Context: an optimization exercise on an open-source flow, tuned for small area, a short achievable clock period and few clock cycles per item. The choices shown serve that exercise and are no tape-out recipe. RTL that was checked went through simulation tests only; none was proved equivalent to the original.

==> run K: inputs <==
==> flow/design.v <==
module zigzag_rle (
  input  logic       clk,
  input  logic       reset,
  input  logic [8:0] dctq,
  input  logic       dctq_valid,
  input  logic [5:0] addr,
  output logic       hold,
  output logic [5:0] rle_run,
  output logic [8:0] rle_level,
  output logic       rle_eob,
  output logic       rle_valid,
  input  logic       rle_ready,
  output logic       overflow
);
  localparam logic [383:0] ZZ =
    384'hffedefdbdf35ba77e6b74efacec95e5cf59d92bcb9e31aa371538718d51b8a9c2885a4cc1442d2660611283089408040;
  logic [8:0]  mem [0:63];      
  logic        q0_v, blk, full;
  logic [5:0]  q0_a;
  logic [8:0]  q0_d;
  logic        commit, blk_end, load, ld_ok;
  logic [63:0] pend;            
  logic [63:0] pend_r;          
  logic [63:0] nz;              
  logic [5:0]  an;              
  logic        q0_vn, blk_n, full_n;
  genvar g;
  generate
    for (g = 0; g < 64; g++) begin : g_map
      assign pend_r[ZZ[6*g +: 6]] = pend[g];
      if (g == 63) begin : g_last
        assign nz[g] = full ? |mem[63] : |q0_d;
      end else begin : g_other
        assign nz[g] = |mem[ZZ[6*g +: 6]];
      end
    end
  endgenerate
  assign commit  = q0_v & ~hold;
  assign blk_end = commit & (q0_a == 6'd63);
  assign load    = ld_ok & (full | blk_end);
  assign an      = hold ? q0_a : addr;
  assign q0_vn   = hold | dctq_valid;
  assign blk_n   = load ? (an != 6'd0) : pend_r[an];
  assign full_n  = (full | blk_end) & ~load;
  always_ff @(posedge clk) begin
    if (commit) mem[q0_a] <= q0_d;
    if (!hold) begin
      q0_a <= addr;
      q0_d <= dctq;
    end
  end
  logic        dc_due, eob_due;
  logic [8:0]  dc_reg;
  logic        issue, found, room;
  logic        sel_v, sel_dc, sel_eob;
  logic [7:0]  sel_g, sel_l;    
  logic [5:0]  sel_k;           
  logic [7:0]  grp, gfirst, lfirst, glow;
  logic [63:0] lower;           
  logic [2:0]  gbin, lbin;
  always_comb begin
    for (int j = 0; j < 8; j++)
      grp[j] = |pend[8*j +: 8];
    for (int j = 0; j < 8; j++) begin
      glow[j] = 1'b0;
      for (int m = 0; m < j; m++)
        glow[j] = glow[j] | grp[m];
      gfirst[j] = grp[j] & ~glow[j];
    end
    for (int k = 0; k < 64; k++) begin
      lower[k] = glow[k / 8];
      for (int m = 8 * (k / 8); m < k; m++)
        lower[k] = lower[k] | pend[m];
    end
    lfirst = 8'd0;
    for (int j = 0; j < 8; j++)
      for (int i = 0; i < 8; i++)
        lfirst[i] = lfirst[i] | (pend[8*j + i] & ~lower[8*j + i]);
    gbin = 3'd0;
    lbin = 3'd0;
    for (int j = 0; j < 8; j++) begin
      if (gfirst[j]) gbin = gbin | 3'(j);
      if (lfirst[j]) lbin = lbin | 3'(j);
    end
  end
  assign found = |grp;
  logic       k_v, k_eob;
  logic [5:0] k_run;
  logic [8:0] k_level;
  logic       deq;
  assign deq   = rle_valid & rle_ready;
  assign room  = k_v ? (~sel_v & deq) : (~rle_valid | ~sel_v | deq);
  assign issue = room & (dc_due | found | eob_due);
  always_ff @(posedge clk) begin
    if (reset) begin
      q0_v     <= 1'b0;
      blk      <= 1'b0;
      hold     <= 1'b0;
      full     <= 1'b0;
      overflow <= 1'b0;
      pend     <= 64'd0;
      ld_ok    <= 1'b0;
      dc_due   <= 1'b0;
      eob_due  <= 1'b0;
      sel_v    <= 1'b0;
    end else begin
      if (dctq_valid && hold) overflow <= 1'b1;
      q0_v <= q0_vn;
      blk  <= blk_n;
      full <= full_n;
      hold <= q0_vn & (blk_n | full_n);
      sel_v <= issue | (load & room);
      pend <= (pend & (lower | {64{~(room & ~dc_due)}})) |
              ({64{load}} & nz & ~64'd1);
      if (issue && dc_due) dc_due <= 1'b0;
      if (issue && !dc_due && !found) eob_due <= 1'b0;
      if (load) begin
        dc_due  <= ~room;
        eob_due <= 1'b1;
      end
      ld_ok <= ~found & ~load & ~(dc_due | load) &
               ~(eob_due & ~(issue & ~dc_due & ~found));
    end
  end
  always_ff @(posedge clk) begin
    if (load) dc_reg <= mem[0];
    sel_dc  <= dc_due | load;
    sel_eob <= ~dc_due & ~found & ~load;
    sel_g   <= gfirst;
    sel_l   <= lfirst;
    sel_k   <= {gbin, lbin};
  end
  logic [8:0] rd_level, byte_lv [0:7];
  logic [5:0] rd_run, p_o;
  logic       rd_eob;
  always_comb begin
    rd_level = 9'd0;
    for (int j = 0; j < 8; j++) begin
      byte_lv[j] = 9'd0;
      for (int i = 0; i < 8; i++)
        if (sel_l[i]) byte_lv[j] = byte_lv[j] | mem[ZZ[6*(8*j + i) +: 6]];
      if (sel_g[j]) rd_level = rd_level | byte_lv[j];
    end
    if (sel_dc)  rd_level = dc_reg;
    if (sel_eob) rd_level = 9'd0;
    rd_run = (sel_dc | sel_eob) ? 6'd0 : sel_k + ~p_o;
    rd_eob = sel_eob;
  end
  always_ff @(posedge clk) begin
    if (sel_v && !sel_eob) p_o <= sel_dc ? 6'd0 : sel_k;
  end
  always_ff @(posedge clk) begin
    if (reset) begin
      rle_valid <= 1'b0;
      k_v       <= 1'b0;
    end else begin
      if (!rle_valid || rle_ready) begin
        rle_valid <= k_v | sel_v;
        k_v       <= k_v & sel_v;
      end else if (sel_v) begin
        k_v <= 1'b1;
      end
    end
  end
  always_ff @(posedge clk) begin
    if (!rle_valid || rle_ready) begin
      if (k_v) begin
        rle_eob   <= k_eob;
        rle_run   <= k_run;
        rle_level <= k_level;
      end else begin
        rle_eob   <= rd_eob;
        rle_run   <= rd_run;
        rle_level <= rd_level;
      end
    end
    if (sel_v && (k_v || (rle_valid && !rle_ready))) begin
      k_eob   <= rd_eob;
      k_run   <= rd_run;
      k_level <= rd_level;
    end
  end
endmodule
==> flow/run.sh <==
#!/bin/bash
# synth_recipe.tcl (not shown) runs the flow's synth.tcl, then flattens the netlist and writes it again
# the make line also repeats each setting of config.mk as NAME=value (left out here)
make -C /OpenROAD-flow-scripts/flow DESIGN_CONFIG=/design/flow/config.mk WORK_HOME=/design/flow/orfs CLKGATE_MAP_FILE= SYNTH_SCRIPT=/design/flow/synth_recipe.tcl finish
==> flow/config.mk <==
export PLATFORM = sky130hd
export DESIGN_NAME = zigzag_rle
export DESIGN_NICKNAME = zigzag_rle
export VERILOG_FILES = /design/flow/design.v
export SDC_FILE = /design/flow/constraint.sdc
export NUM_CORES = 4
export LEC_CHECK = 0
export ABC_CLOCK_PERIOD_IN_PS = 2200
export CAP_MARGIN = 20
export CORE_MARGIN = 2
export CORE_UTILIZATION = 40
export SETUP_SLACK_MARGIN = 2.8
export SLEW_MARGIN = 20
==> flow/constraint.sdc <==
create_clock -name core_clock -period 5.0 [get_ports {clk}]
set_input_delay 1.0000 -clock core_clock [delete_from_list [all_inputs] [get_ports {clk}]]
set_output_delay 1.0000 -clock core_clock [all_outputs]
set_load 0.01 [all_outputs]
==> run D: changes against run K <==
==> flow/design.v (replaced) <==
module zigzag_rle (
  input  logic       clk,
  input  logic       reset,
  input  logic [8:0] dctq,
  input  logic       dctq_valid,
  input  logic [5:0] addr,
  output logic       hold,
  output logic [5:0] rle_run,
  output logic [8:0] rle_level,
  output logic       rle_eob,
  output logic       rle_valid,
  input  logic       rle_ready,
  output logic       overflow
);
  localparam logic [383:0] ZZ =
    384'hffedefdbdf35ba77e6b74efacec95e5cf59d92bcb9e31aa371538718d51b8a9c2885a4cc1442d2660611283089408040;
  logic [8:0]  mem [0:63];      
  logic        q0_v, blk, full;
  logic [5:0]  q0_a;
  logic [7:0]  q0_hi, q0_lo;    
  logic [8:0]  q0_d;
  logic        commit, blk_end, load, ld_ok;
  logic [63:0] pend;            
  logic [63:0] pend_r;          
  logic [63:0] nz;              
  logic [5:0]  an;              
  logic        q0_vn, blk_n, full_n;
  logic        room;            
  genvar g;
  generate
    for (g = 0; g < 64; g++) begin : g_map
      assign pend_r[ZZ[6*g +: 6]] = pend[g];
      if (g == 63) begin : g_last
        assign nz[g] = full ? |mem[63] : |q0_d;
      end else begin : g_other
        assign nz[g] = |mem[ZZ[6*g +: 6]];
      end
    end
  endgenerate
  assign commit  = q0_v & ~hold;
  assign blk_end = commit & q0_hi[7] & q0_lo[7];
  assign load    = ld_ok & room & (full | blk_end);
  assign an      = hold ? q0_a : addr;
  assign q0_vn   = hold | dctq_valid;
  assign blk_n   = load ? (an != 6'd0)
                        : (hold ? pend_r[q0_a] : pend_r[addr]);
  assign full_n  = (full | blk_end) & ~load;
  always_ff @(posedge clk) begin
    for (int r = 0; r < 64; r++)
      if (commit && q0_hi[r / 8] && q0_lo[r % 8]) mem[r] <= q0_d;
    if (!hold) begin
      q0_a <= addr;
      for (int i = 0; i < 8; i++) begin
        q0_hi[i] <= addr[5:3] == 3'(i);
        q0_lo[i] <= addr[2:0] == 3'(i);
      end
      q0_d <= dctq;
    end
  end
  logic        eob_due;
  logic        sel_v;           
  logic [7:0]  sel_g, sel_l;    
  logic [7:0]  grp, gfirst, lfirst, glow;
  logic [63:0] lower;           
  always_comb begin
    for (int j = 0; j < 8; j++)
      grp[j] = |pend[8*j +: 8];
    for (int j = 0; j < 8; j++) begin
      glow[j] = 1'b0;
      for (int m = 0; m < j; m++)
        glow[j] = glow[j] | grp[m];
      gfirst[j] = grp[j] & ~glow[j];
    end
    for (int k = 0; k < 64; k++) begin
      lower[k] = glow[k / 8];
      for (int m = 8 * (k / 8); m < k; m++)
        lower[k] = lower[k] | pend[m];
    end
    lfirst = 8'd0;
    for (int j = 0; j < 8; j++)
      for (int i = 0; i < 8; i++)
        lfirst[i] = lfirst[i] | (pend[8*j + i] & ~lower[8*j + i]);
  end
  logic       e1_v, e2_v, e1_eob, e2_eob;
  logic [5:0] e1_run, e2_run;
  logic [8:0] e1_level, e2_level;
  logic       rv;                  
  logic       s0, s1, s2, le2, le3, deq;
  assign deq = rle_valid & rle_ready;
  assign s0  = ~sel_v & ~rv;
  assign s1  = sel_v ^ rv;
  assign s2  = sel_v & rv;
  assign le2 = (s0 & ~e2_v) | (s1 & ~e1_v) | (s2 & ~rle_valid);
  assign le3 = s0 | (s1 & ~e2_v) | (s2 & ~e1_v);
  assign room = deq ? le3 : le2;
  logic       slot_empty, eob_now;
  assign slot_empty = ~|sel_g;
  assign eob_now    = sel_v & slot_empty & eob_due;
  always_ff @(posedge clk) begin
    if (reset) begin
      q0_v     <= 1'b0;
      blk      <= 1'b0;
      hold     <= 1'b0;
      full     <= 1'b0;
      overflow <= 1'b0;
      pend     <= 64'd0;
      ld_ok    <= 1'b0;
      eob_due  <= 1'b0;
      sel_v    <= 1'b0;
    end else begin
      if (dctq_valid && hold) overflow <= 1'b1;
      q0_v <= q0_vn;
      blk  <= blk_n;
      full <= full_n;
      hold <= q0_vn & (blk_n | full_n);
      sel_v <= room;
      pend <= (pend & (lower | {64{~room}})) |
              ({64{load}} & nz & ~64'd1);
      if (eob_now) eob_due <= 1'b0;
      if (load)    eob_due <= 1'b1;
      ld_ok <= ~load & (~eob_due | eob_now);
    end
  end
  always_ff @(posedge clk) begin
    sel_g   <= gfirst | {7'd0, load};
    sel_l   <= lfirst | {7'd0, load};
  end
  logic [8:0] rd_level, byte_lv [0:7];
  logic [5:0] rd_run, p_o, sel_k;    
  logic [8:0] r_level;
  logic [5:0] r_run;
  logic       r_eob;
  always_comb begin
    sel_k = 6'd0;
    for (int j = 0; j < 8; j++) begin
      if (sel_g[j]) sel_k[5:3] = sel_k[5:3] | 3'(j);
      if (sel_l[j]) sel_k[2:0] = sel_k[2:0] | 3'(j);
    end
    rd_level = 9'd0;
    for (int j = 0; j < 8; j++) begin
      byte_lv[j] = 9'd0;
      for (int i = 0; i < 8; i++)
        if (sel_l[i]) byte_lv[j] = byte_lv[j] | mem[ZZ[6*(8*j + i) +: 6]];
      if (sel_g[j]) rd_level = rd_level | byte_lv[j];
    end
    rd_run = slot_empty ? 6'd0 : sel_k + ~p_o;
  end
  always_ff @(posedge clk) begin
    if (reset)                     p_o <= 6'd63;
    else if (sel_v && !slot_empty) p_o <= sel_k;
    else if (eob_now)              p_o <= 6'd63;
    r_level <= rd_level;
    r_run   <= rd_run;
    r_eob   <= slot_empty;
  end
  always_ff @(posedge clk) begin
    if (reset) begin
      rv        <= 1'b0;
      rle_valid <= 1'b0;
      e1_v      <= 1'b0;
      e2_v      <= 1'b0;
    end else begin
      rv <= sel_v & (~slot_empty | eob_due);
      if (deq) begin
        rle_valid <= e1_v | rv;
        e1_v      <= e2_v | (e1_v & rv);
        e2_v      <= e2_v & rv;
      end else begin
        rle_valid <= rle_valid | rv;
        e1_v      <= e1_v | (rle_valid & rv);
        e2_v      <= e2_v | (e1_v & rv);
      end
    end
  end
  always_ff @(posedge clk) begin
    if (deq ? e1_v : !rle_valid) begin
      rle_eob   <= deq ? e1_eob   : r_eob;
      rle_run   <= deq ? e1_run   : r_run;
      rle_level <= deq ? e1_level : r_level;
    end else if (deq) begin
      rle_eob   <= r_eob;
      rle_run   <= r_run;
      rle_level <= r_level;
    end
    if (deq ? e2_v : !e1_v) begin
      e1_eob   <= deq ? e2_eob   : r_eob;
      e1_run   <= deq ? e2_run   : r_run;
      e1_level <= deq ? e2_level : r_level;
    end else if (deq) begin
      e1_eob   <= r_eob;
      e1_run   <= r_run;
      e1_level <= r_level;
    end
    if (deq || !e2_v) begin
      e2_eob   <= r_eob;
      e2_run   <= r_run;
      e2_level <= r_level;
    end
  end
endmodule
- ABC_CLOCK_PERIOD_IN_PS: 2200 -> 2500
- SETUP_SLACK_MARGIN: 2.8 -> 2.5
==> comparison <==
First-iteration DRC count: run D is smaller than run K (16%). In run K the non-clock buffer count is higher than in run D, by 91. Between run D and run K, the lower register-to-register slack is in run K (gap 340 ps). In run D the count of clock-buffer cells in the layout is higher than in run K, by 3.
Testbench counts of run D, summed over its fixed seeds: cycles 26,026, blocks 384.
For run K, only the layout was checked, not whether the RTL still works.

==> re-timing with driven ports <==
No port has a modelled driver above. Below, the same layouts with a new extraction and two added sets of constraints.
Step 1, drivers: a clkbuf_16 drives clk and a buf_2 each remaining input, both assumed.
Step 2 moves the port delays by t, midway between the first and last clock arrival at a register: inputs arrive t later, outputs are due t later. That takes back most of the time a late clock gives input paths.
Three values: no drivers, after step 1, after step 2; two values: the first two.
| run | t, ns | slack for setup (ns) | latest minus earliest clock arrival (ns) |
|---|---|---|---|
| run K | 0.698 | 2.117 / 2.117 / 1.805 | 0.028 / 0.028 |
| run D | 0.708 | 2.455 / 2.455 / 1.911 | 0.032 / 0.032 |
After both steps setup and hold are still met in every run listed. The setup slack of run D, which loses most, moves by 0.000 ns with the drivers and by -0.544 ns with both steps.
